This is an optimization exercise on Yosys and OpenROAD, whose aim is small area, a short achievable clock period and few clock cycles per item, not a production implementation. No functional check of the RTL was part of any run shown here. Power figures rest on the tool's default switching activity, not on a simulated workload.

==> design.v <==
package lchd_pkg;
    localparam int KEY_W             = 32;
    localparam int COUNT_W           = 16;
    localparam int CAP_W             = 5;
    localparam int TOTAL_W           = 32;
    localparam int MAX_ENTRIES_DFLT  = 16;
    localparam logic [CAP_W-1:0]   CAP_RESET = CAP_W'(16);
    localparam logic [COUNT_W-1:0] COUNT_MAX = '1;
    localparam logic [TOTAL_W-1:0] TOTAL_MAX = '1;
    localparam int RES_BITS = 1 + TOTAL_W;
    localparam int RES_W    = ((RES_BITS + 7) / 8) * 8;
    typedef struct packed {
        logic [KEY_W-1:0]   key;
        logic [COUNT_W-1:0] count;
    } entry_t;
endpackage
module lfu_cache_hit_detector_core #(
    parameter int MAX_ENTRIES = lchd_pkg::MAX_ENTRIES_DFLT
) (
    input  logic                          clk,
    input  logic                          rst_n,
    input  logic                          cfg_we,
    input  logic [lchd_pkg::CAP_W-1:0]    cfg_wdata,
    input  logic                          s_axis_tvalid,
    output logic                          s_axis_tready,
    input  logic [lchd_pkg::KEY_W-1:0]    s_axis_tdata,
    output logic                          m_axis_tvalid,
    input  logic                          m_axis_tready,
    output logic [lchd_pkg::RES_W-1:0]    m_axis_tdata
);
    localparam int N     = MAX_ENTRIES;
    localparam int KW    = lchd_pkg::KEY_W;
    localparam int CW    = lchd_pkg::COUNT_W;
    localparam int TW    = lchd_pkg::TOTAL_W;
    localparam int CAPW  = lchd_pkg::CAP_W;
    localparam int IDX_W = (N > 1) ? $clog2(N) : 1;
    function automatic logic [N-1:0] lim_dec(input logic [CAPW-1:0] cap);
        logic [N-1:0] r;
        r = '0;
        if (cap == '0)
            r[0] = 1'b1;
        else if (cap > CAPW'(N))
            r[N-1] = 1'b1;
        else
            r[cap - CAPW'(1)] = 1'b1;
        lim_dec = r;
    endfunction
    logic [KW-1:0]    kp_q  [0:N-1];    
    logic [IDX_W-1:0] ptr_q [0:N-1];    
    logic [CW-1:0]    cnt_q [0:N-1];
    logic [N-1:0]  v_q;
    logic [N-1:0]  eq_q;
    logic [N-1:0]  sat_q;               
    logic [N-1:0]  lim_q;
    logic          room_q;              
    logic          kv_q;
    logic [KW-1:0] k_q;
    logic [N-1:0]  meq_q;
    logic          hit_q;               
    logic          rdy_q;
    logic          hv_q, tv_q;
    logic          h_hit_q, t_hit_q;
    logic [TW-1:0] h_tot_q;
    logic upd, s_hs, pop;
    assign upd   = kv_q & ~tv_q;
    assign s_axis_tready = rdy_q;
    assign s_hs  = s_axis_tvalid & rdy_q;
    assign pop   = hv_q & m_axis_tready;
    assign m_axis_tvalid = hv_q;
    assign m_axis_tdata  = lchd_pkg::RES_W'({h_tot_q, h_hit_q});
    logic [N-1:0] mh, gl, gr, go, stop, on, last, fh, ins, mins, missch;
    logic         hit, miss, room;
    always_comb
    begin
        for (int i = 0; i < N; i++)
        begin
            mh[i]   = upd & meq_q[i] & v_q[i] & ~sat_q[i];
        end
        for (int i = 0; i < N; i++)
        begin
            gl[i]   = (2*i+1 < N) ? (v_q[(2*i+1) % N] & eq_q[(2*i+1) % N]) : 1'b0;
            gr[i]   = (2*i+2 < N) ? (v_q[(2*i+2) % N] & eq_q[(2*i+2) % N] & ~gl[i]) : 1'b0;
            stop[i] = ~gl[i] & ~gr[i];
        end
        for (int i = 0; i < N; i++)
        begin
            go[i] = (i == 0) ? 1'b0 : (((i % 2) == 1) ? gl[(i-1)/2] : gr[(i-1)/2]);
        end
        for (int i = 0; i < N; i++)
        begin
            on[i] = mh[i];
            for (int d = 1; d <= IDX_W; d++)
            begin
                if (((i+1) >> d) >= 1)
                begin
                    logic r;
                    r = 1'b1;
                    for (int e = 0; e < d; e++)
                    begin
                        r = r & go[((i+1) >> e) - 1];
                    end
                    on[i] = on[i] | (mh[((i+1) >> d) - 1] & r);
                end
            end
            last[i] = on[i] & stop[i];
        end
        for (int i = 0; i < N; i++)
        begin
            fh[i] = ~v_q[i] & ((i == 0) ? 1'b1 : v_q[(i+N-1) % N]);
        end
        for (int i = N-1; i >= 0; i--)
        begin
            ins[i] = fh[i];
            if (2*i+1 < N) ins[i] = ins[i] | ins[(2*i+1) % N];
            if (2*i+2 < N) ins[i] = ins[i] | ins[(2*i+2) % N];
        end
        room = room_q;
        for (int i = 0; i < N; i++)
        begin
            mins[i] = (i == 0) ? 1'b1 : (room & ins[i]);
        end
        hit    = hit_q;
        miss   = upd & ~hit;
        missch = {N{miss}} & mins;
    end
    logic [CW-1:0]    inc [0:N-1];
    logic [N-1:0]     d1, z, wsel, wr;
    logic [IDX_W-1:0] ptr_n [0:N-1];
    logic [CW-1:0]    cnt_n [0:N-1];
    logic [IDX_W-1:0] hp, fidx, newp;
    logic [N-1:0]     v_n, eq_n, lim_n, sat_n;
    logic             room_n;
    always_comb
    begin
        hp   = '0;
        fidx = '0;
        for (int i = 0; i < N; i++)
        begin
            inc[i] = cnt_q[i] + CW'(1);
            z[i]   = (cnt_q[i] == '0);
            d1[i]  = (i == 0) ? 1'b0 : (cnt_q[i] == inc[(i-1)/2]);
            hp     = hp | ({IDX_W{mh[i]}} & ptr_q[i]);
            fidx   = fidx | ({IDX_W{fh[i]}} & IDX_W'(i));
        end
        newp = room ? fidx : ptr_q[0];
        for (int i = 0; i < N; i++)
        begin
            ptr_n[i] = on[i] ? (gl[i] ? ptr_q[(2*i+1) % N] : (gr[i] ? ptr_q[(2*i+2) % N] : hp))
                     : (missch[i] ? ((i == 0) ? newp : ptr_q[(i-1)/2]) : ptr_q[i]);
            cnt_n[i] = last[i] ? inc[i] : (missch[i] ? ((i == 0) ? CW'(0) : cnt_q[(i-1)/2]) : cnt_q[i]);
            v_n[i]   = v_q[i] | (miss & room & fh[i]);
            sat_n[i] = last[i] ? (cnt_q[i] == (lchd_pkg::COUNT_MAX - CW'(1)))
                     : (missch[i] ? ((i == 0) ? 1'b0 : sat_q[(i-1)/2]) : sat_q[i]);
            wsel[i]  = room ? fh[i] : (ptr_q[0] == IDX_W'(i));
            wr[i]    = miss & wsel[i];
        end
        lim_n  = cfg_we ? lim_dec(cfg_wdata) : lim_q;
        room_n = ~|(v_n & lim_n);
        eq_n[0] = 1'b0;
        for (int i = 1; i < N; i++)
        begin
            if (last[i])
                eq_n[i] = 1'b0;
            else if (last[(i-1)/2])
                eq_n[i] = d1[i];
            else if (missch[i])
                eq_n[i] = (i <= 2) ? z[0] : eq_q[(i-1)/2];
            else if (miss & mins[(i-1)/2])
                eq_n[i] = (i <= 2) ? z[i] : (eq_q[i] & eq_q[(i-1)/2]);
            else
                eq_n[i] = eq_q[i];
        end
    end
    logic [N-1:0] eqx, eqh, meq_n;
    logic         eqk, hit_n;
    always_comb
    begin
        for (int i = 0; i < N; i++)
        begin
            eqx[i] = (s_axis_tdata == kp_q[i]);
        end
        eqk = (s_axis_tdata == k_q);
        hit_n = miss & eqk;
        for (int i = 0; i < N; i++)
        begin
            eqh[i] = eqx[ptr_q[i]];
            hit_n  = hit_n | (eqx[i] & v_q[i] & ~wr[i]);
        end
        for (int i = 0; i < N; i++)
        begin
            meq_n[i] = on[i] ? (gl[i] ? eqh[(2*i+1) % N] : (gr[i] ? eqh[(2*i+2) % N] : eqk))
                     : (missch[i] ? ((i == 0) ? eqk : eqh[(i-1)/2]) : eqh[i]);
        end
    end
    logic [TW-1:0] tot_inc;
    logic          add, load_head, kv_n, tv_n;
    assign tot_inc   = h_tot_q + TW'(1);
    assign add       = (tv_q ? t_hit_q : hit) & (h_tot_q != lchd_pkg::TOTAL_MAX);
    assign load_head = (upd & (~hv_q | pop)) | (pop & tv_q);
    assign kv_n      = s_hs | (kv_q & ~upd);
    assign tv_n      = pop ? 1'b0 : ((upd & hv_q) | tv_q);
    always_ff @(posedge clk)
    begin
        for (int i = 0; i < N; i++)
        begin
            if (wr[i])
                kp_q[i] <= k_q;
            ptr_q[i] <= ptr_n[i];
            cnt_q[i] <= cnt_n[i];
        end
        eq_q  <= eq_n;
        sat_q <= sat_n;
        if (s_hs)
        begin
            k_q   <= s_axis_tdata;
            meq_q <= meq_n;
            hit_q <= hit_n;
        end
        if (load_head)
        begin
            h_hit_q <= tv_q ? t_hit_q : hit;
        end
        if (upd & hv_q & ~pop)
        begin
            t_hit_q <= hit;
        end
    end
    always_ff @(posedge clk or negedge rst_n)
    begin
        if (!rst_n)
        begin
            v_q     <= '0;
            lim_q   <= lim_dec(lchd_pkg::CAP_RESET);
            room_q  <= 1'b1;
            h_tot_q <= '0;
            kv_q    <= 1'b0;
            hv_q    <= 1'b0;
            tv_q    <= 1'b0;
            rdy_q   <= 1'b1;
        end
        else
        begin
            v_q <= v_n;
            lim_q  <= lim_n;
            room_q <= room_n;
            if (load_head & add)
                h_tot_q <= tot_inc;
            kv_q  <= kv_n;
            tv_q  <= tv_n;
            rdy_q <= ~(kv_n & tv_n);
            if (load_head)
                hv_q <= 1'b1;
            else if (pop)
                hv_q <= 1'b0;
        end
    end
endmodule
==> run.sh <==
#!/bin/bash
# synth_recipe.tcl (not shown) runs the flow's synth.tcl, then flattens the netlist and writes it again
# the make line also repeats each setting of config.mk as NAME=value (left out here)
make -C /OpenROAD-flow-scripts/flow DESIGN_CONFIG=/design/flow/config.mk WORK_HOME=/design/flow/orfs CLKGATE_MAP_FILE= SYNTH_SCRIPT=/design/flow/synth_recipe.tcl finish
==> config.mk <==
export PLATFORM = sky130hd
export DESIGN_NAME = lfu_cache_hit_detector_core
export DESIGN_NICKNAME = lfu_cache_hit_detector_core
export VERILOG_FILES = /design/flow/design.v
export SDC_FILE = /design/flow/constraint.sdc
export NUM_CORES = 4
export LEC_CHECK = 0
export CAP_MARGIN = 20
export CORE_MARGIN = 2
export CORE_UTILIZATION = 40
export SLEW_MARGIN = 20
==> constraint.sdc <==
create_clock -name core_clock -period 5.0 [get_ports {clk}]
set_input_delay 1.0000 -clock core_clock [delete_from_list [all_inputs] [get_ports {clk}]]
set_output_delay 1.0000 -clock core_clock [all_outputs]
set_load 0.01 [all_outputs]
==> results of run 1 <==
path summary, 6_finish.rpt:
path | startpoint | end | slack (ns)
worst max-delay path | s_axis_tdata[11] | meq_q[2] | 0.82
worst min-delay path | rst_n | v_q[9] | 0.24
worst max register to register | tv_q | sat_q[12] | 0.86
worst min register to register | h_tot_q[10] | h_tot_q[10] | 0.51
max in group asynchronous | rst_n | rdy_q | 3.79
min in group core_clock | h_tot_q[10] | h_tot_q[10] | 0.51
cell type report:
class | instances | area, um2 | share of cell area, %
Clock buffer | 144 | 2940 | 4.88
Inverter | 69 | 259 | 0.430
Multi-Input combinational cell | 3261 | 22700 | 37.8
Tap cell | 1768 | 2210 | 3.67
Clock inverter | 56 | 498 | 0.827
Timing Repair Buffer | 271 | 2540 | 4.22
Sequential cell | 983 | 29000 | 48.2
flip-flops by register name, summed over array words and instances (netlist names), 15 cells and up:
register / flops
k_q: 32
eq_q: 15
v_q: 16
cnt_q: 256
sat_q: 16
meq_q: 16
lim_q: 16
ptr_q: 64
h_tot_q: 32
kp_q: 512
power breakdown:
group | switching [mW] | total, mW | leakage (nW) | internal, mW
registers | 2.51 | 13.8 | 9.19 | 11.3
logic | 5.76 | 9.10 | 10.1 | 3.34
clock network | 3.52 | 7.83 | 1.68 | 4.31
total | 11.8 | 30.8 | 21.0 | 19.0
placed cells by master (no fill, tap or decap), types with 19 or more instances in the layout:
cell type and n:
clkbuf_1 25, nand3_1 149, and4_1 23, nand4_1 130, nand2b_1 30, mux4_1 24, and3_1 49, buf_12 24
clkinv_2 25, xnor2_1 237, nor3_1 48, o22ai_1 29, xor2_1 806, nor3b_1 54, clkbuf_16 107, nand2_1 457
mux4_2 30, inv_1 69, dfrtp_1 66, clkdlybuf4s50_1 75, nor2b_1 26, buf_4 171, mux2i_1 37, a21oi_1 116
edfxtp_1 899, ha_1 41, nor2_1 239, o21ai_0 244, a22oi_1 19, nor4_1 182
layer usage:
layer  wire (um)  share of wire, %  global-route usage (%)  vias to the layer above
met2       82000                47                    40.9                     1811
li1            -                 -                       -                    16881
met3       13500               7.8                    4.01                      391
met5          27             0.015                       0                        -
met1       71400                41                    33.8                    18912
met4        7400               4.2                    9.86                        4
cell usage after synthesis (13+ instances only):
cell type    n  area, um2
or2_2       14       87.6
nand2b_1    30        188
xor2_1     806       7060
nand4b_1    15        131
a22oi_1     19        143
nand4_1    130        813
mux4_2      30        676
a31oi_1     14       87.6
buf_2       20        100
buf_4       19        143
o22ai_1     32        200
o21ai_1     13       65.1
nand3_1    149        746
and3_1      49        307
nand2_1    462       1730
clkbuf_1   193        724
dfrtp_1     66       1650
nor4_1     182       1140
nor2b_1     26        163
a2111oi_0   16        140
nor2_1     242        908
a21oi_1    118        591
nor3_1      48        240
o21ai_0    251       1260
ha_1        41        513
buf_6       54        608
dfxtp_1     15        300
o221ai_1    17        149
mux4_1      24        631
inv_1       69        259
nor3b_1     54        405
xnor2_1    237       2080
o211ai_1    13       97.6
mux2i_1     37        370
and2_1      16        100
and4_1      23        201
edfxtp_1   899      27000
mux2_2      15        169
cell families after synthesis:
| group | count (synthesis) |
|---|---|
| AND/OR/NAND/NOR | 1483 |
| other | 1 |
| multiplexers | 107 |
| buffers and inverters | 370 |
| adder cells (fa/ha/maj) | 41 |
| AO/OA/AOI/OAI | 580 |
| flip-flops | 983 |
| XOR/XNOR | 1043 |
critical path, delay by kind of cell:
family                    cells  cell delay (ns)
and+or+nand+nor               4             1.68
muxes                         1             0.25
AOI/OAI and AO/OA             3             0.44
buffers and inverters         2             1.08
xor gates and xnor gates      1             0.31
==> summary.txt, run 1 <==
Outcome
  – Status: no timing/DRC/antenna violations

GRT
  – First-pass GRT wire length: 254000 um
  – Initial antenna violation count: 4
  – Largest net degree at the start of global routing: 45
  – All-layer global routing usage: 25.2%
  – Vias in the first global route: 36625
  – Remaining Overflow, GRT: 0

Placed design
  – Number of port buffers: 76
  – Placed instance count: 6351
  – Pre-CTS WS: 0.105 ns
  – DPL Wire Length: 118000 um
  – Final Wtd Congestion: 0.957
  – Placed Area: 0.0568 mm2

STA
  – Fin. Hold Viols: 0
  – Part of the cycle the worst path needs: 83.7%
  – Setup TNS Final: 0 ns
  – Final count of pins violating max slew: 0
  – Post-layout min period: 4.18 ns
  – RSZ-0062 raised after global routing: no
  – Worst-margin pin slew: 1.20 ns
  – Clk_skew: 0.0783 ns
  – Fmax achieved: 239 MHz
  – Post-layout worst setup margin: 0.817 ns
  – Setup-failing EPs final: 0
  – Slew headroom: 18.0%
  – Hold Slack: 0.242 ns

Clocking
  – Num CTS Buffers: 107
  – Worst-path clk slew: 0.06 ns
  – Max Buffers Root-to-Sink: 3
  – Root buf cell: clkbuf_16
  – CTS tree: built
  – Worst-Skew Late Latency: 0.78 ns
  – PostCTS Resize Cnt: 0
  – CTS Sinks: 983
  – CTS hold repair buffers: 0
  – Postcts setup bufs: 0
  – CTS H-tree depth: 3

Worst setup path
  – Worst path max stage delay: 0.77 ns
  – Crit-path cells: clkdlybuf4s50_1 > xor2_1 > nor4_1 > nand4_1 > nor2_2 > buf_4 > mux4_1 > o32ai_1 > nor2_1 > o22ai_1 > a211oi_1
  – R2R depth: 8
  – Required @ worst endpoint: 5.60 ns
  – Critical Path Fanout Max: 9
  – CP max stage cell: clkdlybuf4s50_1
  – CP startpoint kind: input pin
  – Critical path type: in2reg
  – Crit. End Element: register
  – Crit path DAT: 4.78 ns

Yosys
  – Synth Area in Compound Gates: 6.57%
  – Syn_area_per_cell: 11.6 um2
  – FF+latch count, synth: 983
  – Post-Synth Adder-Cell Area: 0.959%
  – Netlist cell types: 88
  – Largest family of logic cells by synthesized area: XOR/XNOR gates
  – Sequential share of the synthesized area: 54.2%
  – Synth Area in Simple Gates: 14.0%
  – Number of synthesized flops with an enable pin: 899
  – Async SR Flop Fraction: 7.02%
  – Syn Inst Count: 4608
  – Ys flop type: edfxtp_1
  – Synth warn: 7
  – Post-Syn Area: 0.0535 mm2
  – Post-synthesis mux area share: 3.47%
  – Synth Area in XOR/XNOR: 17.1%

Layout
  – Syn-to-layout area delta: 12.5%
  – Layout Cells excl Fill: 6552
  – Share of cells above drive strength 1: 9.85%
  – Fill cells: 12214
  – Inserted Diodes: 0
  – Final Cell Area: 0.0602 mm2
  – Layout net count: 4776
  – Layout Utilization: 45.2%

Routing
  – Remaining DRCs: 0
  – Via count: 37999
  – Final WL: 174000 um
  – 1st-pass router iterations: 7
  – DR iter-0 viols: 4708
  – WL/cell: 26.6 um
  – Avg Vias per Cell: 5.80
  – Antenna violation net count after detailed routing: 0

Power
  – Overall Power: 30.8 mW
  – Peak supply drop: 0.340 mV
  – Pwr/cell area: 511 mW/mm2
  – Leak: 21.0 nW

Floorplanning
  – I/O pin count: 84
  – Die height: 370 um
  – Initial core utilization: 40.2%
  – Die Footprint: 0.137 mm2
  – Die Width: 370 um
  – Standard-cell rows: 134
  – Core ar.: 0.133 mm2

Job
  – Max-cap viol count: 0

Hold path
  – Type of the worst min-delay path: in2async
==> inputs of run 2 (changes only) <==
--- a/config.mk
+++ b/config.mk
@@ -8,4 +8,5 @@
 export CAP_MARGIN = 20
 export CORE_MARGIN = 2
 export CORE_UTILIZATION = 40
+export SETUP_SLACK_MARGIN = 1.5
 export SLEW_MARGIN = 20
==> summary.txt, run 2 <==
Placed design
  – Placed Area: 0.0568 mm2 (about the same)
  – DPL Wire Length: 116000 um (-2.0%)
  – Final Wtd Congestion: 0.981 (+2.4%)
  – Pre-CTS WS: 0.160 ns (+0.0553 ns)
  – Placed instance count: 6342 (-0.14%)
  – Number of port buffers: 76 (unchanged)

Layout
  – Commonest non-fill, non-tap cell in the layout: edfxtp_1
  – Layout Utilization: 47.1% (+1.9 points)
  – Multi-input gate area: 0.0232 mm2 (+2.2%)
  – Max reg flops: 512 (unchanged)
  – Layout net count: 4951 (+3.7%)
  – Most frequent cells in the layout: 899 x edfxtp_1, 804 x xor2_1, 455 x nand2_1, 277 x buf_4, 243 x o21ai_0
  – Share of cells above drive strength 1: 14.3% (+4.5 points)
  – Inserted Diodes: 0 (unchanged)
  – Fill cells: 12018 (-1.6%)
  – Layout Cells excl Fill: 6723 (+2.6%)
  – Syn-to-layout area delta: 17.2%
  – Top reg by flops: kp_q
  – FF/Latch Area: 0.0290 mm2 (about the same)
  – Final Cell Area: 0.0627 mm2 (+4.2%)
  – Top flop regs: kp_q x512, cnt_q x256, ptr_q x64

Power
  – Sw Share: 38.1% (-0.26 points)
  – Clock share of power: 25.5% (about the same)
  – P_sw: 11.8 mW (+0.18%)
  – Int Power: 19.2 mW (+1.3%)
  – Overall Power: 31.0 mW (+0.86%)
  – Pwr/cell area: 495 mW/mm2 (-3.2%)
  – Leak: 22.2 nW (+5.9%)
  – Seq pwr share: 44.5% (-0.5 points)
  – Logic pwr share: 30.0% (+0.4 points)
  – Peak supply drop: 0.372 mV (+9.3%)

Routing
  – Final WL: 177000 um (+1.5%)
  – Top layer in use: met4
  – Routed wl met3: 14800 um (+9.1%)
  – Antenna violation net count after detailed routing: 0 (unchanged)
  – WL/cell: 26.3 um (-1.0%)
  – Avg Vias per Cell: 5.83 (+0.47%)
  – WL met1: 72500 um (+1.6%)
  – Remaining DRCs: 0 (unchanged)
  – DR iter-0 viols: 4773 (+1.4%)
  – 1st-pass router iterations: 6 (-1)
  – Via count: 39175 (+3.1%)
  – WL met2: 82800 um (+0.95%)

STA
  – Final count of pins violating max slew: 0 (unchanged)
  – Fin. Hold Viols: 0 (unchanged)
  – Setup-failing EPs final: 0 (unchanged)
  – Fmax achieved: 283 MHz (+18%)
  – Hold Slack: 0.279 ns (+0.0372 ns)
  – Post-layout min period: 3.53 ns (-0.650 ns)
  – Worst-margin pin slew: 1.11 ns (-0.0857 ns)
  – Clk_skew: 0.0591 ns (-0.0192 ns)
  – Part of the cycle the worst path needs: 70.7% (-13 points)
  – Post-layout worst setup margin: 1.47 ns (+0.650 ns)
  – Setup TNS Final: 0 ns (unchanged)
  – RSZ-0062 raised after global routing: yes
  – Slew headroom: 25.8% (+7.8 points)

Clocking
  – CTS H-tree depth: 3 (unchanged)
  – CTS Sinks: 983 (unchanged)
  – Max Buffers Root-to-Sink: 3 (unchanged)
  – CTS tree: built
  – Num CTS Buffers: 108 (+0.93%)
  – Root buf cell: clkbuf_16
  – CTS hold repair buffers: 0 (unchanged)
  – Worst-Skew Late Latency: 0.76 ns (-0.02 ns)
  – Worst-path clk slew: 0.06 ns (about the same)

Yosys
  – Synth area leader: edfxtp_1
  – Most frequent cell after synthesis: edfxtp_1
  – Syn Inst Count: 4608 (unchanged)
  – Commonest cells in the netlist: 899 x edfxtp_1, 806 x xor2_1, 462 x nand2_1, 251 x o21ai_0, 242 x nor2_1
  – Ys flop type: edfxtp_1
  – FF+latch count, synth: 983 (unchanged)
  – Synth top area cells: edfxtp_1 50%, xor2_1 13%, xnor2_1 3.9%
  – Share of Yosys cell area claimed by the top area cell type: 50.4% (unchanged)
  – Syn_area_per_cell: 11.6 um2 (unchanged)
  – Sequential share of the synthesized area: 54.2% (unchanged)
  – Async SR Flop Fraction: 7.02% (unchanged)
  – Netlist cell types: 88 (unchanged)
  – Synth warn: 7 (unchanged)
  – Post-Syn Area: 0.0535 mm2 (unchanged)
  – Number of synthesized flops with an enable pin: 899 (unchanged)

Worst setup path
  – CP startpoint kind: input pin
  – FF-to-FF End: hit_q
  – Crit. End Element: register
  – Crit path DAT: 4.14 ns (-0.64 ns)
  – Critical path type: in2reg
  – Reg2reg setup slack: 1.57 ns (+0.71 ns)
  – Worst r2r src: tv_q
  – R2R depth: 8 (unchanged)
  – Required @ worst endpoint: 5.61 ns (about the same)
  – Critical Path Fanout Max: 15 (+6)

Job
  – Max-cap viol count: 0 (unchanged)

Floorplanning
  – I/O pin count: 84 (unchanged)
  – Initial core utilization: 40.2% (unchanged)
  – Die Width: 370 um (unchanged)
  – Die height: 370 um (unchanged)
  – Standard-cell rows: 134 (unchanged)
  – Die Footprint: 0.137 mm2 (unchanged)
  – Core ar.: 0.133 mm2 (unchanged)

Hold path
  – Type of the worst min-delay path: in2async

GRT
  – Remaining Overflow, GRT: 0 (unchanged)
  – First-pass GRT wire length: 253000 um (-0.66%)
  – Largest net degree at the start of global routing: 70 (+56%)
  – Initial antenna violation count: 1 (-3)
  – Vias in the first global route: 36780 (+0.42%)
  – All-layer global routing usage: 24.8% (-0.37 points)

Outcome
  – Status: no timing/DRC/antenna violations
## run 2: worst max-delay path by stage
stage	slack [ns]	from	to
after CTS	1.48	v_q[0]	cnt_q[10][5]
after detailed placement	0.16	s_axis_tdata[23]	meq_q[1]
after global routing	1.38	s_axis_tdata[30]	meq_q[1]
final	1.47	s_axis_tdata[2]	meq_q[10]
after global placement	0.23	s_axis_tdata[23]	meq_q[1]
after floorplan	1.11	tv_q	kp_q[4][0]
## run 2: power groups by stage
stage / sequential, mW / combinational [mW] / clock [mW]
after global routing: 13.9 / 10.1 / 8.31
after CTS: 13.7 / 8.94 / 8.01
after floorplan: 12.4 / 6.65 / 0
after detailed placement: 13.9 / 8.85 / 0
after global placement: 13.9 / 8.68 / 0
final: 13.8 / 9.30 / 7.90
## run 2: routing by layer
layer / vias to the layer above / track usage (%)
met1: 19500 / 34.3
met5: - / 0
met4: 0 / 9.07
met2: 2001 / 39.6
li1: 17250 / -
met3: 424 / 3.66
## run 2: layout make-up
| class | count | area share (%) |
|---|---|---|
| clock inverter | 60 | 0.941 |
| inverter | 69 | 0.413 |
| tap | 1768 | 3.53 |
| sequential | 983 | 46.3 |
| multi-input combinational | 3261 | 37.0 |
| timing repair buffer | 445 | 7.23 |
| clock buffer | 137 | 4.58 |
## run 2: cell families after synthesis
| family | Yosys count | share of synthesized area (%) |
|---|---|---|
| buffers and inverters | 370 | 3.65 |
| xor gates and xnor gates | 1043 | 17.1 |
| and+or+nand+nor | 1483 | 14.0 |
| muxes | 107 | 3.47 |
| other | 1 | 0.00701 |
| DFF | 983 | 54.2 |
| AOI/OAI and AO/OA | 580 | 6.57 |
| adders and majority gates | 41 | 0.959 |
## run 2: what timing repair did
action,CTS,global route
pin swaps,16,41
setup buffers,15,156
gates cloned,0,10
setup endpoints to repair,284,227
gates resized for setup,53,96
## run 2: worst max-delay path: stages
cell	delay (ns)
clkdlybuf4s50_1	0.45
buf_12	0.18
buf_12	0.15
xor2_1	0.15
nor4_1	0.22
nand4_1	0.40
nor2_4	0.26
buf_6	0.18
mux2i_1	0.08
a22o_1	0.24
nor4_4	0.40
buf_4	0.19
nand2_1	0.05
a31oi_1	0.17
==> inputs of run 3 (changes only) <==
--- a/config.mk
+++ b/config.mk
@@ -8,5 +8,5 @@
 export CAP_MARGIN = 20
 export CORE_MARGIN = 2
 export CORE_UTILIZATION = 40
-export SETUP_SLACK_MARGIN = 1.5
+export SETUP_SLACK_MARGIN = 2.0
 export SLEW_MARGIN = 20
==> summary.txt, run 3 <==
Yosys
  – Post-Syn Area: 0.0535 mm2 (unchanged)
  – Sequential share of the synthesized area: 54.2% (unchanged)
  – Syn_area_per_cell: 11.6 um2 (unchanged)
  – Number of synthesized flops with an enable pin: 899 (unchanged)
  – FF+latch count, synth: 983 (unchanged)
  – Synth warn: 7 (unchanged)
  – Ys flop type: edfxtp_1
  – Share of Yosys cell area claimed by the top area cell type: 50.4% (unchanged)
  – Syn Inst Count: 4608 (unchanged)
  – Netlist cell types: 88 (unchanged)
  – Synth top area cells: edfxtp_1 50%, xor2_1 13%, xnor2_1 3.9%
  – Async SR Flop Fraction: 7.02% (unchanged)
  – Most frequent cell after synthesis: edfxtp_1
  – Synth area leader: edfxtp_1
  – Commonest cells in the netlist: 899 x edfxtp_1, 806 x xor2_1, 462 x nand2_1, 251 x o21ai_0, 242 x nor2_1

Layout
  – Most frequent cells in the layout: 899 x edfxtp_1, 761 x xor2_1, 441 x nand2_1, 343 x buf_4, 242 x o21ai_0
  – Syn-to-layout area delta: 22.7%
  – Share of cells above drive strength 1: 20.3% (+5.9 points)
  – Max reg flops: 512 (unchanged)
  – Top flop regs: kp_q x512, cnt_q x256, ptr_q x64
  – Top reg by flops: kp_q
  – Multi-input gate area: 0.0244 mm2 (+5.0%)
  – Layout Utilization: 49.3% (+2.2 points)
  – Layout Cells excl Fill: 6852 (+1.9%)
  – Fill cells: 11793 (-1.9%)
  – FF/Latch Area: 0.0290 mm2 (about the same)
  – Commonest non-fill, non-tap cell in the layout: edfxtp_1
  – Layout net count: 5077 (+2.5%)
  – Final Cell Area: 0.0657 mm2 (+4.7%)

Clocking
  – Worst-Skew Late Latency: 0.79 ns (+0.03 ns)
  – Num CTS Buffers: 108 (unchanged)
  – Max Buffers Root-to-Sink: 3 (unchanged)
  – CTS H-tree depth: 3 (unchanged)
  – CTS tree: built
  – Root buf cell: clkbuf_16
  – CTS Sinks: 983 (unchanged)
  – Worst-path clk slew: 0.06 ns (about the same)
  – CTS hold repair buffers: 0 (unchanged)

Routing
  – Final WL: 190000 um (+7.5%)
  – Via count: 40352 (+3.0%)
  – WL/cell: 27.8 um (+5.5%)
  – WL met1: 76900 um (+6.1%)
  – Antenna violation net count after detailed routing: 0 (unchanged)
  – DR iter-0 viols: 5502 (+15%)
  – Remaining DRCs: 0 (unchanged)
  – WL met2: 84200 um (+1.7%)
  – Routed wl met3: 19300 um (+31%)
  – Avg Vias per Cell: 5.89 (+1.1%)
  – 1st-pass router iterations: 6 (unchanged)
  – Top layer in use: met5

Floorplanning
  – I/O pin count: 84 (unchanged)
  – Initial core utilization: 40.2% (unchanged)
  – Core ar.: 0.133 mm2 (unchanged)
  – Die Width: 370 um (unchanged)
  – Standard-cell rows: 134 (unchanged)
  – Die Footprint: 0.137 mm2 (unchanged)
  – Die height: 370 um (unchanged)

Power
  – Peak supply drop: 0.331 mV (-11%)
  – Pwr/cell area: 495 mW/mm2 (about the same)
  – Leak: 23.3 nW (+4.8%)
  – Overall Power: 32.5 mW (+4.8%)

Placed design
  – Final Wtd Congestion: 0.963 (-1.8%)
  – Number of port buffers: 76 (unchanged)
  – Placed Area: 0.0569 mm2 (+0.22%)
  – DPL Wire Length: 119000 um (+2.6%)
  – Placed instance count: 6345 (+0.047%)
  – Pre-CTS WS: 0.156 ns (-0.00388 ns)

Worst setup path
  – Critical path type: in2reg
  – Required @ worst endpoint: 5.54 ns (-0.07 ns)
  – Critical Path Fanout Max: 5 (-10)
  – Crit. End Element: register
  – Crit path DAT: 3.82 ns (-0.32 ns)
  – CP startpoint kind: input pin

STA
  – RSZ-0062 raised after global routing: yes
  – Final count of pins violating max slew: 0 (unchanged)
  – Worst-margin pin slew: 1.16 ns (+0.0518 ns)
  – Clk_skew: 0.103 ns (+0.0434 ns)
  – Part of the cycle the worst path needs: 65.7% (-5.0 points)
  – Setup-failing EPs final: 0 (unchanged)
  – Post-layout worst setup margin: 1.71 ns (+0.248 ns)
  – Fin. Hold Viols: 0 (unchanged)
  – Post-layout min period: 3.29 ns (-0.248 ns)
  – Fmax achieved: 304 MHz (+7.5%)
  – Slew headroom: 22.1% (-3.7 points)

GRT
  – Largest net degree at the start of global routing: 45 (-36%)
  – First-pass GRT wire length: 271000 um (+7.4%)
  – Remaining Overflow, GRT: 0 (unchanged)
  – Vias in the first global route: 38061 (+3.5%)
  – Initial antenna violation count: 8 (+7)
  – All-layer global routing usage: 27.1% (+2.2 points)

Hold path
  – Type of the worst min-delay path: in2async

Outcome
  – Status: no timing/DRC/antenna violations

Job
  – Max-cap viol count: 0 (unchanged)
[run 3: cell counts after synthesis]
No cell type changed its count.
[run 3: final cells by class]
type,count,area share (%)
Clock buffer,145,4.45
Timing Repair Buffer,568,9.39
Sequential cell,983,44.2
Antenna cell,1,0.00381
Inverter,69,0.402
Multi-Input combinational cell,3264,37.2
Tap cell,1768,3.37
Clock inverter,54,1.02
[run 3: final timing paths]
check	startpoint	endpoint	cells after the start	slack, ns
min in group core_clock	h_tot_q[10]	h_tot_q[10]	1	0.50
worst max-delay path	s_axis_tdata[0]	meq_q[2]	14	1.71
worst min-delay path	rst_n	h_tot_q[20]	1	0.26
max in group asynchronous	rst_n	v_q[1]	2	3.67
worst max register to register	k_q[27]	meq_q[3]	10	1.86
worst min register to register	h_tot_q[10]	h_tot_q[10]	1	0.50
[run 3: metrics by stage]
stage | setup TNS (ns) | hold slack, ns
4_1_cts | 0 | 0.244
2_1_floorplan | 0 | 0.486
6_report | 0 | 0.262
3_3_place_gp | -0.911 | 0.478
3_5_place_dp | 0 | 0.491
5_1_grt | 0 | 0.299
[run 3: repair_timing]
item | 4_1_cts | 5_1_grt
setup buffers | 198 | 73
pin swaps | 112 | 53
setup endpoints to repair | 918 | 473
resized for setup | 441 | 129
gates cloned | 31 | 5
endpoints found under the hold margin | 0 | 0
[run 3: where the power goes]
group	leakage (nW)	switching (mW)	internal, mW	total, mW
clock	1.72	3.54	4.64	8.18
sequential	9.19	2.62	11.3	13.9
combinational	12.4	6.29	4.10	10.4
total	23.3	12.5	20.1	32.5
[run 3: cell families (layout without fill, tap and decap cells)]
family | Yosys count | in the layout | share of synthesized area [%]
simple gates | 1483 | 1484 | 14.0
xor+xnor | 1043 | 1043 | 17.1
flops | 983 | 983 | 54.2
compound gates | 580 | 582 | 6.57
buf+inv | 370 | 836 | 3.65
mux | 107 | 107 | 3.47
fa+ha+maj | 41 | 41 | 0.959
other cells | 1 | 8 | 0.00701
[run 3: worst max-delay path: stages]
cell	delay (ns)
buf_2	0.15
bufbuf_16	0.29
xor2_1	0.17
nor4_2	0.39
nand4_1	0.38
nor2_4	0.24
buf_6	0.14
buf_6	0.11
mux4_1	0.23
mux2i_1	0.08
mux2i_1	0.16
buf_4	0.19
o22ai_2	0.09
a211oi_2	0.20
[run 3: per-layer routing]
metal,up-vias,GRT usage [%]
li1,17457,-
met3,494,5.56
met2,2309,41.4
met4,12,11.4
met5,-,0
met1,20080,37.4
==> inputs of run 4 (changes only) <==
==> flow/run.sh (new file) <==
#!/bin/bash
# Standard ORFS flow, with plain buffers on the ports instead of the
# default pick (a delay buffer).
set -e
export BUFFER_PORTS_ARGS="-buffer_cell sky130_fd_sc_hd__buf_4"
bash standard.sh > standard.log 2>&1
==> standard.sh (new file) <==
#!/bin/bash
# synth_recipe.tcl (not shown) runs the flow's synth.tcl, then flattens the netlist and writes it again
# the make line also repeats each setting of config.mk as NAME=value (left out here)
make -C /OpenROAD-flow-scripts/flow DESIGN_CONFIG=/design/flow/config.mk WORK_HOME=/design/flow/orfs CLKGATE_MAP_FILE= SYNTH_SCRIPT=/design/flow/synth_recipe.tcl "${@:-finish}"
--- a/config.mk
+++ b/config.mk
@@ -8,5 +8,5 @@
 export CAP_MARGIN = 20
 export CORE_MARGIN = 2
 export CORE_UTILIZATION = 40
-export SETUP_SLACK_MARGIN = 2.0
+export SETUP_SLACK_MARGIN = 1.5
 export SLEW_MARGIN = 20
removed: run.sh
==> summary.txt, run 4 <==
Layout
  – Commonest non-fill, non-tap cell in the layout: edfxtp_1
  – Share of cells above drive strength 1: 11.1% (-9.2 points)
  – Multi-input gate area: 0.0230 mm2 (-5.9%)
  – Max reg flops: 512 (unchanged)
  – FF/Latch Area: 0.0290 mm2 (about the same)
  – Most frequent cells in the layout: 899 x edfxtp_1, 806 x xor2_1, 451 x nand2_1, 244 x o21ai_0
  – Layout net count: 4716 (-7.1%)
  – Syn-to-layout area delta: 12.1%
  – Top reg by flops: kp_q
  – Top flop regs: kp_q x512, cnt_q x256, ptr_q x64
  – Fill cells: 12266 (+4.0%)

Yosys
  – FF+latch count, synth: 983 (unchanged)
  – Most frequent cell after synthesis: edfxtp_1
  – Async SR Flop Fraction: 7.02% (unchanged)
  – Synth warn: 7 (unchanged)
  – Syn Inst Count: 4608 (unchanged)
  – Ys flop type: edfxtp_1
  – Synth area leader: edfxtp_1
  – Netlist cell types: 88 (unchanged)
  – Post-Syn Area: 0.0535 mm2 (unchanged)
  – Number of synthesized flops with an enable pin: 899 (unchanged)
  – Synth top area cells: edfxtp_1 50%, xor2_1 13%, xnor2_1 3.9%
  – Syn_area_per_cell: 11.6 um2 (unchanged)
  – Commonest cells in the netlist: 899 x edfxtp_1, 806 x xor2_1, 462 x nand2_1, 251 x o21ai_0, 242 x nor2_1
  – Sequential share of the synthesized area: 54.2% (unchanged)
  – Share of Yosys cell area claimed by the top area cell type: 50.4% (unchanged)

Power
  – Overall Power: 31.2 mW (-4.0%)
  – Leak: 20.9 nW (-10%)
  – Peak supply drop: 0.358 mV (+8.3%)
  – Pwr/cell area: 520 mW/mm2 (+5.1%)

Floorplanning
  – Initial core utilization: 40.2% (unchanged)
  – Die Footprint: 0.137 mm2 (unchanged)
  – Die height: 370 um (unchanged)
  – Die Width: 370 um (unchanged)
  – Core ar.: 0.133 mm2 (unchanged)
  – Standard-cell rows: 134 (unchanged)
  – I/O pin count: 84 (unchanged)

STA
  – Part of the cycle the worst path needs: 71.3% (+5.6 points)
  – Final count of pins violating max slew: 0 (unchanged)
  – Slew headroom: 22.4% (+0.38 points)
  – Setup TNS Final: 0 ns (unchanged)
  – Fmax achieved: 280 MHz (-7.9%)
  – Clk_skew: 0.0715 ns (-0.0311 ns)
  – Worst-margin pin slew: 1.16 ns (-0.00155 ns)
  – Setup-failing EPs final: 0 (unchanged)
  – RSZ-0062 raised after global routing: yes
  – Fin. Hold Viols: 0 (unchanged)
  – Post-layout min period: 3.57 ns (+0.280 ns)

GRT
  – Initial antenna violation count: 4 (-4)
  – Largest net degree at the start of global routing: 70 (+56%)
  – First-pass GRT wire length: 252000 um (-7.1%)
  – Remaining Overflow, GRT: 0 (unchanged)
  – Vias in the first global route: 36486 (-4.1%)
  – All-layer global routing usage: 24.9% (-2.2 points)

Worst setup path
  – Required @ worst endpoint: 5.55 ns (about the same)
  – Critical Path Fanout Max: 18 (+13)
  – Crit. End Element: register
  – Crit path DAT: 4.12 ns (+0.30 ns)
  – CP startpoint kind: input pin
  – Critical path type: in2reg

Clocking
  – Root buf cell: clkbuf_16
  – Worst-Skew Late Latency: 0.78 ns (about the same)
  – Num CTS Buffers: 106 (-1.9%)
  – CTS hold repair buffers: 0 (unchanged)
  – Worst-path clk slew: 0.07 ns (about the same)
  – CTS Sinks: 983 (unchanged)
  – CTS H-tree depth: 3 (unchanged)
  – Max Buffers Root-to-Sink: 3 (unchanged)
  – CTS tree: built

Routing
  – Remaining DRCs: 0 (unchanged)
  – Via count: 37915 (-6.0%)
  – Antenna violation net count after detailed routing: 0 (unchanged)
  – 1st-pass router iterations: 5 (-1)
  – DR iter-0 viols: 4540 (-17%)
  – WL/cell: 26.6 um (-4.4%)
  – Avg Vias per Cell: 5.84 (-0.84%)
  – Final WL: 172000 um (-9.4%)

Placed design
  – Final Wtd Congestion: 0.940 (-2.4%)
  – Number of port buffers: 76 (unchanged)
  – DPL Wire Length: 117000 um (-1.9%)

Hold path
  – Type of the worst min-delay path: in2async

Job
  – Max-cap viol count: 0 (unchanged)

Outcome
  – Status: no timing/DRC/antenna violations
-- run 4: worst max-delay path, stage by stage --
cell     delay [ns]
buf_4          0.39
xor2_1         0.13
nor4_1         0.54
nand4_1        0.46
nor2_2         0.38
buf_12         0.18
mux4_2         0.23
mux2i_1        0.06
a211o_1        0.34
o211a_1        0.22
nor3_1         0.16
-- run 4: per-layer routing --
| metal | up-vias | routed length [um] | global-route usage [%] |
|---|---|---|---|
| met5 | - | 36 | 0 |
| met4 | 4 | 6710 | 8.78 |
| met3 | 393 | 14700 | 4.05 |
| met2 | 1922 | 80500 | 40.1 |
| met1 | 18835 | 70500 | 33.9 |
| li1 | 16761 | - | - |
-- run 4: where the power goes --
part | total [mW] | internal (mW) | leakage [nW] | switching (mW)
combinational | 8.84 | 3.25 | 9.89 | 5.59
sequential | 13.9 | 11.3 | 9.19 | 2.62
clock | 8.40 | 4.88 | 1.81 | 3.52
total | 31.2 | 19.5 | 20.9 | 11.7
-- run 4: cell families after synthesis --
logic type               Yosys count  share of synthesized area (%)
other                              1                        0.00701
AND/OR/NAND/NOR                 1483                           14.0
buffers and inverters            370                           3.65
adder cells (fa/ha/maj)           41                          0.959
flip-flops                       983                           54.2
XOR/XNOR                        1043                           17.1
multiplexers                     107                           3.47
AO/OA/AOI/OAI                    580                           6.57
-- run 4: path summary, 6_finish.rpt --
check	from	to	slack, ns	cells past startpoint
worst max register to register	tv_q	cnt_q[15][5]	1.56	11
min in group core_clock	k_q[23]	kp_q[8][23]	0.49	0
worst max-delay path	s_axis_tdata[4]	meq_q[5]	1.43	11
worst min register to register	k_q[23]	kp_q[8][23]	0.49	0
worst min-delay path	rst_n	h_tot_q[10]	0.17	1
max in group asynchronous	rst_n	lim_q[15]	4.13	2
-- run 4: layout make-up --
type,instances,share of cell area (%)
clock inverters,55,1.26
inverters,69,0.438
clock buffers,144,4.97
repair buffers,211,2.95
diodes,1,0.00417
multi-input cells,3262,38.3
well taps,1768,3.69
flip-flops and latches,983,48.4
-- run 4: per-stage QoR --
step	setup WS (ns)	hold slack, ns	util, %	cells	instance area (um2)
after floorplan	1.11	0.486	-	4614	53500
after global placement	0.598	0.460	41.9	6288	55800
after detailed placement	0.644	0.471	42.0	6290	55900
after CTS	1.50	0.411	44.9	6490	59700
after global routing	1.42	0.162	45.0	6492	60000
final	1.43	0.167	45.0	6493	60000
-- run 4: repair_timing --
item                                    in CTS  in global routing
setup buffers                                0                  1
cloned                                       1                  0
resized for setup                           18                 46
endpoints found under the setup margin     110                172
pin swaps                                    3                  6
==> inputs of run 5 (changes only) <==
--- a/design.v
+++ b/design.v
@@ -34,16 +34,13 @@
     localparam int TW    = lchd_pkg::TOTAL_W;
     localparam int CAPW  = lchd_pkg::CAP_W;
     localparam int IDX_W = (N > 1) ? $clog2(N) : 1;
-    function automatic logic [N-1:0] lim_dec(input logic [CAPW-1:0] cap);
-        logic [N-1:0] r;
-        r = '0;
+    function automatic logic [IDX_W-1:0] lim_idx(input logic [CAPW-1:0] cap);
         if (cap == '0)
-            r[0] = 1'b1;
+            lim_idx = '0;
         else if (cap > CAPW'(N))
-            r[N-1] = 1'b1;
+            lim_idx = IDX_W'(N-1);
         else
-            r[cap - CAPW'(1)] = 1'b1;
-        lim_dec = r;
+            lim_idx = IDX_W'(cap - CAPW'(1));
     endfunction
     logic [KW-1:0]    kp_q  [0:N-1];    
     logic [IDX_W-1:0] ptr_q [0:N-1];    
@@ -51,8 +48,10 @@
     logic [N-1:0]  v_q;
     logic [N-1:0]  eq_q;
     logic [N-1:0]  sat_q;               
-    logic [N-1:0]  lim_q;
+    logic [CAPW-1:0] cap_q;
     logic          room_q;              
+    logic          av_q;
+    logic [KW-1:0] a_q;
     logic          kv_q;
     logic [KW-1:0] k_q;
     logic [N-1:0]  meq_q;
@@ -61,8 +60,9 @@
     logic          hv_q, tv_q;
     logic          h_hit_q, t_hit_q;
     logic [TW-1:0] h_tot_q;
-    logic upd, s_hs, pop;
+    logic upd, mv, s_hs, pop;
     assign upd   = kv_q & ~tv_q;
+    assign mv    = av_q & (~kv_q | ~tv_q);
     assign s_axis_tready = rdy_q;
     assign s_hs  = s_axis_tvalid & rdy_q;
     assign pop   = hv_q & m_axis_tready;
@@ -128,7 +128,8 @@
     logic [IDX_W-1:0] ptr_n [0:N-1];
     logic [CW-1:0]    cnt_n [0:N-1];
     logic [IDX_W-1:0] hp, fidx, newp;
-    logic [N-1:0]     v_n, eq_n, lim_n, sat_n;
+    logic [N-1:0]     v_n, eq_n, sat_n;
+    logic [CAPW-1:0]  cap_n;
     logic             room_n;
     always_comb
     begin
@@ -154,8 +155,8 @@
             wsel[i]  = room ? fh[i] : (ptr_q[0] == IDX_W'(i));
             wr[i]    = miss & wsel[i];
         end
-        lim_n  = cfg_we ? lim_dec(cfg_wdata) : lim_q;
-        room_n = ~|(v_n & lim_n);
+        cap_n  = cfg_we ? cfg_wdata : cap_q;
+        room_n = ~v_n[lim_idx(cap_n)];
         eq_n[0] = 1'b0;
         for (int i = 1; i < N; i++)
         begin
@@ -172,20 +173,23 @@
         end
     end
     logic [N-1:0] eqx, eqh, meq_n;
-    logic         eqk, hit_n;
+    logic         eqk, hit_n, hn_keep, hn_miss;
     always_comb
     begin
         for (int i = 0; i < N; i++)
         begin
-            eqx[i] = (s_axis_tdata == kp_q[i]);
-        end
-        eqk = (s_axis_tdata == k_q);
-        hit_n = miss & eqk;
-        for (int i = 0; i < N; i++)
-        begin
-            eqh[i] = eqx[ptr_q[i]];
-            hit_n  = hit_n | (eqx[i] & v_q[i] & ~wr[i]);
-        end
+            eqx[i] = (a_q == kp_q[i]);
+        end
+        eqk = (a_q == k_q);
+        hn_keep = 1'b0;
+        hn_miss = eqk;
+        for (int i = 0; i < N; i++)
+        begin
+            eqh[i]  = eqx[ptr_q[i]];
+            hn_keep = hn_keep | (eqx[i] & v_q[i]);
+            hn_miss = hn_miss | (eqx[i] & v_q[i] & ~wsel[i]);
+        end
+        hit_n = miss ? hn_miss : hn_keep;
         for (int i = 0; i < N; i++)
         begin
             meq_n[i] = on[i] ? (gl[i] ? eqh[(2*i+1) % N] : (gr[i] ? eqh[(2*i+2) % N] : eqk))
@@ -193,11 +197,12 @@
         end
     end
     logic [TW-1:0] tot_inc;
-    logic          add, load_head, kv_n, tv_n;
+    logic          add, load_head, av_n, kv_n, tv_n;
     assign tot_inc   = h_tot_q + TW'(1);
     assign add       = (tv_q ? t_hit_q : hit) & (h_tot_q != lchd_pkg::TOTAL_MAX);
     assign load_head = (upd & (~hv_q | pop)) | (pop & tv_q);
-    assign kv_n      = s_hs | (kv_q & ~upd);
+    assign av_n      = s_hs | (av_q & ~mv);
+    assign kv_n      = mv | (kv_q & ~upd);
     assign tv_n      = pop ? 1'b0 : ((upd & hv_q) | tv_q);
     always_ff @(posedge clk)
     begin
@@ -212,7 +217,11 @@
         sat_q <= sat_n;
         if (s_hs)
         begin
-            k_q   <= s_axis_tdata;
+            a_q   <= s_axis_tdata;
+        end
+        if (mv)
+        begin
+            k_q   <= a_q;
             meq_q <= meq_n;
             hit_q <= hit_n;
         end
@@ -230,9 +239,10 @@
         if (!rst_n)
         begin
             v_q     <= '0;
-            lim_q   <= lim_dec(lchd_pkg::CAP_RESET);
+            cap_q   <= lchd_pkg::CAP_RESET;
             room_q  <= 1'b1;
             h_tot_q <= '0;
+            av_q    <= 1'b0;
             kv_q    <= 1'b0;
             hv_q    <= 1'b0;
             tv_q    <= 1'b0;
@@ -241,13 +251,14 @@
         else
         begin
             v_q <= v_n;
-            lim_q  <= lim_n;
+            cap_q  <= cap_n;
             room_q <= room_n;
             if (load_head & add)
                 h_tot_q <= tot_inc;
+            av_q  <= av_n;
             kv_q  <= kv_n;
             tv_q  <= tv_n;
-            rdy_q <= ~(kv_n & tv_n);
+            rdy_q <= ~(av_n & kv_n & tv_n);
             if (load_head)
                 hv_q <= 1'b1;
             else if (pop)
==> run.sh (new file) <==
#!/bin/bash
# synth_recipe.tcl (not shown) runs the flow's synth.tcl, then flattens the netlist and writes it again
# the make line also repeats each setting of config.mk as NAME=value (left out here)
make -C /OpenROAD-flow-scripts/flow DESIGN_CONFIG=/design/flow/config.mk WORK_HOME=/design/flow/orfs CLKGATE_MAP_FILE= SYNTH_SCRIPT=/design/flow/synth_recipe.tcl finish
--- a/config.mk
+++ b/config.mk
@@ -8,5 +8,5 @@
 export CAP_MARGIN = 20
 export CORE_MARGIN = 2
 export CORE_UTILIZATION = 40
-export SETUP_SLACK_MARGIN = 1.5
+export SETUP_SLACK_MARGIN = 2.0
 export SLEW_MARGIN = 20
removed: flow/run.sh
removed: standard.sh
==> summary.txt, run 5 <==
Outcome
  – Status: no timing/DRC/antenna violations

STA
  – Clk_skew: 0.0680 ns (-0.00351 ns)
  – Post-layout min period: 3.45 ns (-0.114 ns)
  – Setup-failing EPs final: 0 (unchanged)
  – Setup TNS Final: 0 ns (unchanged)
  – Final count of pins violating max slew: 0 (unchanged)
  – Part of the cycle the worst path needs: 69.0% (-2.3 points)
  – Fmax achieved: 290 MHz (+3.3%)
  – Worst-margin pin slew: 1.13 ns (-0.0374 ns)
  – Slew headroom: 24.9% (+2.5 points)
  – RSZ-0062 raised after global routing: yes
  – Post-layout worst setup margin: 1.55 ns (+0.114 ns)
  – Hold Slack: 0.420 ns (+0.252 ns)
  – Fin. Hold Viols: 0 (unchanged)

GRT
  – Remaining Overflow, GRT: 0 (unchanged)
  – All-layer global routing usage: 26.1% (+1.3 points)
  – Most Used Layer, Global Route: met2
  – Met3 GRT Util: 4.80% (+0.75 points)
  – M1 GR Usage: 37.5% (+3.6 points)
  – Largest net degree at the start of global routing: 60 (-14%)
  – Initial antenna violation count: 7 (+3)
  – Vias in the first global route: 37969 (+4.1%)
  – First-pass GRT wire length: 266000 um (+5.5%)
  – Met2 Use GR: 39.6% (-0.50 points)

Routing
  – DR iter-0 viols: 5548 (+22%)
  – Via count: 40689 (+7.3%)
  – Avg Vias per Cell: 5.93 (+1.5%)
  – Antenna violation net count after detailed routing: 0 (unchanged)
  – 1st-pass router iterations: 6 (+1)
  – WL/cell: 27.0 um (+1.6%)
  – Remaining DRCs: 0 (unchanged)
  – Final WL: 185000 um (+7.4%)

Floorplanning
  – Standard-cell rows: 134 (unchanged)
  – Initial core utilization: 40.4% (+0.24 points)
  – Die Width: 372 um (+0.55%)
  – I/O pin count: 84 (unchanged)
  – Die Footprint: 0.138 mm2 (+1.1%)
  – Core ar.: 0.134 mm2 (+0.50%)
  – Die height: 372 um (+0.55%)

Layout
  – Fill cells: 11946 (-2.6%)
  – Final Cell Area: 0.0648 mm2 (+8.0%)
  – Commonest non-fill, non-tap cell in the layout: edfxtp_1
  – Top flop regs: kp_q x512, cnt_q x256, ptr_q x64
  – Layout net count: 5083 (+7.8%)
  – Syn-to-layout area delta: 19.7%
  – FF/Latch Area: 0.0297 mm2 (+2.5%)
  – Share of cells above drive strength 1: 18.6% (+7.5 points)
  – Most frequent cells in the layout: 931 x edfxtp_1, 618 x xnor2_1, 446 x nand2_1, 345 x xor2_1, 319 x buf_4
  – Multi-input gate area: 0.0246 mm2 (+7.0%)
  – Top reg by flops: kp_q
  – Max reg flops: 512 (unchanged)

Placed design
  – Number of port buffers: 76 (unchanged)
  – DPL Wire Length: 122000 um (+4.7%)
  – Final Wtd Congestion: 0.977 (+3.9%)
  – Pre-CTS WS: 0.699 ns (+0.0549 ns)
  – Placed Area: 0.0568 mm2 (+1.6%)

Clocking
  – CTS hold repair buffers: 0 (unchanged)
  – CTS tree: built
  – Num CTS Buffers: 107 (+0.94%)
  – Root buf cell: clkbuf_16
  – CTS H-tree depth: 3 (unchanged)
  – Max Buffers Root-to-Sink: 3 (unchanged)
  – Worst-path clk slew: 0.07 ns (about the same)
  – Worst-Skew Late Latency: 0.77 ns (about the same)
  – CTS Sinks: 1005 (+2.2%)

Yosys
  – FF+latch count, synth: 1005 (+2.2%)
  – Ys flop type: edfxtp_1
  – Sequential share of the synthesized area: 55.0% (+0.72 points)
  – Number of synthesized flops with an enable pin: 931 (+3.6%)
  – Syn Inst Count: 4693 (+1.8%)
  – Most frequent cell after synthesis: edfxtp_1
  – Synth area leader: edfxtp_1
  – Post-Syn Area: 0.0541 mm2 (+1.1%)
  – Share of Yosys cell area claimed by the top area cell type: 51.7% (+1.2 points)
  – Async SR Flop Fraction: 5.87% (-1.1 points)
  – Syn_area_per_cell: 11.5 um2 (-0.72%)
  – Synth top area cells: edfxtp_1 52%, xnor2_1 11%, xor2_1 5.9%
  – Netlist cell types: 92 (+4.5%)
  – Synth warn: 7 (unchanged)
  – Commonest cells in the netlist: 931 x edfxtp_1, 667 x xnor2_1, 478 x nand2_1, 364 x xor2_1, 276 x nor2_1

Worst setup path
  – Crit path DAT: 4.00 ns (-0.12 ns)
  – Worst path max stage delay: 0.52 ns (-0.02 ns)
  – CP max stage cell: mux4_2
  – Critical path type: reg2reg
  – Crit. End Element: register
  – CP startpoint kind: register
  – Crit-path cells: buf_4 > buf_4 > xor2_1 > nor4_2 > nand4_1 > buf_6 > or2_4 > mux4_2 > a211oi_4 > mux2i_1 > a221oi_2
  – Most used cell, CP: buf_4
  – Critical Path Fanout Max: 7 (-11)
  – Required @ worst endpoint: 5.55 ns (about the same)

Power
  – Leak: 22.0 nW (+5.4%)
  – Overall Power: 37.1 mW (+19%)
  – Pwr/cell area: 573 mW/mm2 (+10%)
  – Peak supply drop: 0.380 mV (+6.1%)

Job
  – Max-cap viol count: 0 (unchanged)

Hold path
  – Type of the worst min-delay path: in2async
## run 5: path summary, 6_finish.rpt
kind | cells past startpoint | from | endpoint | slack, ns
setup / recovery | 11 | a_q[18] | meq_q[2] | 1.55
hold / removal | 2 | rst_n | h_tot_q[13] | 0.42
setup reg to reg | 11 | a_q[18] | meq_q[2] | 1.55
hold reg to reg | 0 | k_q[29] | kp_q[3][29] | 0.46
max in group asynchronous | 2 | rst_n | v_q[2] | 4.00
min in group core_clock | 0 | k_q[29] | kp_q[3][29] | 0.46
## run 5: per-stage QoR
stage | instances | utilization (%)
final | 6863 | 48.4
after global routing | 6861 | 48.4
after CTS | 6745 | 47.0
after detailed placement | 6388 | 42.4
after global placement | 6388 | 42.4
after floorplan | 4699 | -
## run 5: layout make-up
class | instances | area share, %
multi-input cells | 3340 | 37.9
clock buffers | 139 | 4.40
repair buffers | 496 | 7.18
clock inverters | 59 | 0.848
well taps | 1768 | 3.41
flip-flops and latches | 1005 | 45.9
inverters | 54 | 0.319
diodes | 2 | 0.00773
## run 5: power by group
part | switching, mW | total (mW) | internal (mW)
clock network | 3.48 | 7.83 | 4.34
registers | 2.94 | 15.3 | 12.4
logic | 8.76 | 14.0 | 5.24
## run 5: repair_timing
action / CTS / global route
gates resized for setup: 263 / 170
buffers inserted: 151 / 111
gates cloned: 8 / 4
endpoints found under the setup margin: 666 / 436
pin swaps: 91 / 94
hold endpoints to repair: 0 / 0
## run 5: metal layers
layer	wire [um]	part of all wire, %
met3	19400	10
met5	13	0.0070
met4	6810	3.7
met2	82200	44
met1	76700	41
## run 5: logic make-up after synthesis
group	synth area share, %
DFF	55.0
muxes	2.06
adders and majority gates	0.874
AOI/OAI and AO/OA	7.37
buffers and inverters	3.45
and+or+nand+nor	14.4
other	0.00693
xor gates and xnor gates	16.9
## run 5: worst max-delay path: cells and delay by family (launching register included)
family / cells / cell delay, ns
AO/OA/AOI/OAI: 2 / 0.68
flip-flops: 1 / 0.35
multiplexers: 2 / 0.70
buffers and inverters: 3 / 0.54
AND/OR/NAND/NOR: 3 / 0.76
XOR/XNOR: 1 / 0.18
==> inputs of run 6 (changes only) <==
--- a/config.mk
+++ b/config.mk
@@ -8,5 +8,5 @@
 export CAP_MARGIN = 20
 export CORE_MARGIN = 2
 export CORE_UTILIZATION = 40
-export SETUP_SLACK_MARGIN = 2.0
+export SETUP_SLACK_MARGIN = 1.5
 export SLEW_MARGIN = 20
==> summary.txt, run 6 <==
Worst setup path
  – Crit. End Element: register
  – Critical Path Fanout Max: 32 (+25)
  – Critical path type: reg2reg
  – R2R depth: 5 (-6)
  – Worst r2r src: tv_q
  – Required @ worst endpoint: 5.35 ns (-0.20 ns)
  – CP startpoint kind: register
  – CP Launch Point: tv_q
  – Crit path DAT: 3.85 ns (-0.15 ns)

Routing
  – Avg Vias per Cell: 5.89 (-0.72%)
  – Via count: 39372 (-3.2%)
  – Remaining DRCs: 0 (unchanged)
  – DR iter-0 viols: 4874 (-12%)
  – Final WL: 181000 um (-2.5%)
  – 1st-pass router iterations: 6 (unchanged)
  – WL/cell: 27.0 um (about the same)
  – Antenna violation net count after detailed routing: 0 (unchanged)

Yosys
  – Commonest cells in the netlist: 931 x edfxtp_1, 667 x xnor2_1, 478 x nand2_1, 364 x xor2_1, 276 x nor2_1
  – Ys flop type: edfxtp_1
  – Synth Area in XOR/XNOR: 16.9% (unchanged)
  – Synth area leader: edfxtp_1
  – Syn_area_per_cell: 11.5 um2 (unchanged)
  – Largest family of logic cells by synthesized area: XOR/XNOR gates
  – Synth Area in Compound Gates: 7.37% (unchanged)
  – Number of synthesized flops with an enable pin: 931 (unchanged)
  – Post-synthesis mux area share: 2.06% (unchanged)
  – Most frequent cell after synthesis: edfxtp_1
  – FF+latch count, synth: 1005 (unchanged)
  – Sequential share of the synthesized area: 55.0% (unchanged)
  – Async SR Flop Fraction: 5.87% (unchanged)
  – Share of Yosys cell area claimed by the top area cell type: 51.7% (unchanged)
  – Synth top area cells: edfxtp_1 52%, xnor2_1 11%, xor2_1 5.9%
  – Synth Area in Simple Gates: 14.4% (unchanged)
  – Netlist cell types: 92 (unchanged)
  – Post-Synth Adder-Cell Area: 0.874% (unchanged)
  – Synth warn: 7 (unchanged)
  – Post-Syn Area: 0.0541 mm2 (unchanged)
  – Syn Inst Count: 4693 (unchanged)

Floorplanning
  – I/O pin count: 84 (unchanged)
  – Die Width: 372 um (unchanged)
  – Standard-cell rows: 134 (unchanged)
  – Core ar.: 0.134 mm2 (unchanged)
  – Die height: 372 um (unchanged)
  – Die Footprint: 0.138 mm2 (unchanged)
  – Initial core utilization: 40.4% (unchanged)

GRT
  – Vias in the first global route: 36965 (-2.6%)
  – All-layer global routing usage: 25.6% (-0.56 points)
  – First-pass GRT wire length: 259000 um (-2.6%)
  – Remaining Overflow, GRT: 0 (unchanged)
  – Initial antenna violation count: 5 (-2)
  – Largest net degree at the start of global routing: 60 (unchanged)

STA
  – Final count of pins violating max slew: 0 (unchanged)
  – Post-layout min period: 3.50 ns (+0.0515 ns)
  – Setup TNS Final: 0 ns (unchanged)
  – Clk_skew: 0.0660 ns (-0.00199 ns)
  – Setup-failing EPs final: 0 (unchanged)
  – RSZ-0062 raised after global routing: yes
  – Part of the cycle the worst path needs: 70.1% (+1.0 points)
  – Fmax achieved: 285 MHz (-1.5%)
  – Fin. Hold Viols: 0 (unchanged)
  – Slew headroom: 25.3% (+0.35 points)
  – Worst-margin pin slew: 1.12 ns (-0.00790 ns)

Layout
  – Share of cells above drive strength 1: 12.7% (-5.9 points)
  – Commonest non-fill, non-tap cell in the layout: edfxtp_1
  – Layout Cells excl Fill: 6689 (-2.5%)
  – Layout Utilization: 46.3% (-2.1 points)
  – Fill cells: 12358 (+3.4%)
  – Layout net count: 4903 (-3.5%)
  – Top reg by flops: kp_q
  – Most frequent cells in the layout: 931 x edfxtp_1, 652 x xnor2_1, 455 x nand2_1, 363 x xor2_1, 262 x nor2_1
  – Final Cell Area: 0.0620 mm2 (-4.4%)
  – Top flop regs: kp_q x512, cnt_q x256, ptr_q x64
  – Max reg flops: 512 (unchanged)
  – Multi-input gate area: 0.0232 mm2 (-5.4%)
  – FF/Latch Area: 0.0297 mm2 (about the same)
  – Syn-to-layout area delta: 14.5%

Clocking
  – CTS H-tree depth: 3 (unchanged)
  – CTS tree: built
  – Num CTS Buffers: 109 (+1.9%)
  – Max Buffers Root-to-Sink: 3 (unchanged)
  – CTS Sinks: 1005 (unchanged)
  – Worst-path clk slew: 0.06 ns (about the same)
  – Worst-Skew Late Latency: 0.77 ns (about the same)
  – CTS hold repair buffers: 0 (unchanged)
  – Root buf cell: clkbuf_16

Placed design
  – Placed instance count: 6380 (-0.13%)
  – DPL Wire Length: 122000 um (about the same)
  – Placed Area: 0.0567 mm2 (about the same)
  – Number of port buffers: 76 (unchanged)
  – Final Wtd Congestion: 0.973 (-0.43%)

Outcome
  – Status: no timing/DRC/antenna violations

Power
  – Overall Power: 36.4 mW (-2.0%)
  – Peak supply drop: 0.386 mV (+1.7%)
  – Pwr/cell area: 587 mW/mm2 (+2.5%)
  – Leak: 20.7 nW (-5.9%)

Hold path
  – Type of the worst min-delay path: in2async

Job
  – Max-cap viol count: 0 (unchanged)
[run 6: changes by cell type in the layout (fill, tap and decap cells not counted), moves of 12 or more]
cell	change
nor4_1	+12
buf_12	-25
xor2_2	-17
buf_4	-108
xnor2_2	-32
buf_6	-37
xor2_1	+18
xnor2_1	+34
[run 6: metrics by stage]
| step | hold slack (ns) | worst slack, ns |
|---|---|---|
| 2_1_floorplan | 0.421 | 1.55 |
| 3_3_place_gp | 0.438 | 0.706 |
| 3_5_place_dp | 0.443 | 0.607 |
| 4_1_cts | 0.415 | 1.50 |
| 5_1_grt | 0.485 | 1.46 |
| 6_report | 0.429 | 1.50 |
[run 6: kinds of logic after synthesis]
logic type / Yosys count
DFF: 1005
and+or+nand+nor: 1533
AOI/OAI and AO/OA: 645
muxes: 71
other: 1
buffers and inverters: 364
xor gates and xnor gates: 1036
adders and majority gates: 38
[run 6: timing repair]
action,CTS,global route
resized for setup,63,85
pin swaps,16,39
endpoints found under the setup margin,109,236
buffers inserted,53,43
gates cloned,0,1
[run 6: per-layer routing]
layer  track usage, %  up-vias  share of wire (%)
li1                 -    17294                  -
met1             37.0    19726                 43
met2             39.0     2052                 45
met3             4.18      300                9.3
met4             8.42        0                3.0
met5                0        -                  0
[run 6: worst paths after layout]
| check | endpoint | slack (ns) |
|---|---|---|
| min in group core_clock | kp_q[3][19] | 0.48 |
| hold reg to reg | kp_q[3][19] | 0.48 |
| hold / removal | h_tot_q[14] | 0.43 |
| setup / recovery | kp_q[13][25] | 1.50 |
| setup reg to reg | kp_q[13][25] | 1.50 |
| max in group asynchronous | v_q[11] | 3.99 |
[run 6: power by group]
part	switching [mW]	internal, mW	leakage [nW]
clock	3.55	4.71	1.79
sequential	3.13	12.4	9.35
combinational	8.10	4.53	9.59
[run 6: worst max-delay path, cell delays in order (launching register included)]
cell,delay (ns)
dfrtp_1,0.37
nand2b_1,0.31
nor2_1,0.69
nand2_1,0.39
or2_2,0.49
nand2_2,0.78
[run 6: area by class of cell]
type | instances | area share [%]
clock buffers | 134 | 4.74
flip-flops and latches | 1005 | 48.0
diodes | 2 | 0.00808
multi-input cells | 3330 | 37.5
clock inverters | 72 | 1.14
well taps | 1768 | 3.57
repair buffers | 324 | 4.68
inverters | 54 | 0.327

## separate check: timing with driven ports
The flow's constraints put no driver on any port. The routed layouts listed below were extracted and timed again, unchanged, in two steps.
Step 1 assumes that a clkbuf_16 drives the clock port and a buf_2 every other input.
Step 2 times the ports against the registers' clock, not the clock port: input delays grow and output delays shrink by t, the midpoint of the rising clock arrivals with the driver on.
a / b / c = no drivers / after step 1 / after step 2; a / b = the first two.
run	t (ns)	slack for setup (ns)	clock arrival spread, ns	worst register clock-pin slew, ns	worst slew at a driven data input, ns
run 1	0.810	0.817 / 0.857 / 0.058	0.079 / 0.080	0.07 / 0.07	0.07
run 2	0.816	1.467 / 1.528 / 0.712	0.063 / 0.064	0.07 / 0.07	0.06
run 3	0.815	1.714 / 1.769 / 0.954	0.104 / 0.104	0.07 / 0.07	0.13
run 4	0.821	1.434 / 1.490 / 0.669	0.076 / 0.076	0.07 / 0.07	0.11
run 5	0.811	1.548 / 1.548 / 1.344	0.070 / 0.071	0.07 / 0.07	0.06
run 6	0.815	1.496 / 1.496 / 1.028	0.066 / 0.066	0.07 / 0.07	0.08
After both steps every run listed still meets setup and hold. The setup slack of run 4, which loses most, moves by +0.056 ns with the drivers and by -0.765 ns with both steps.
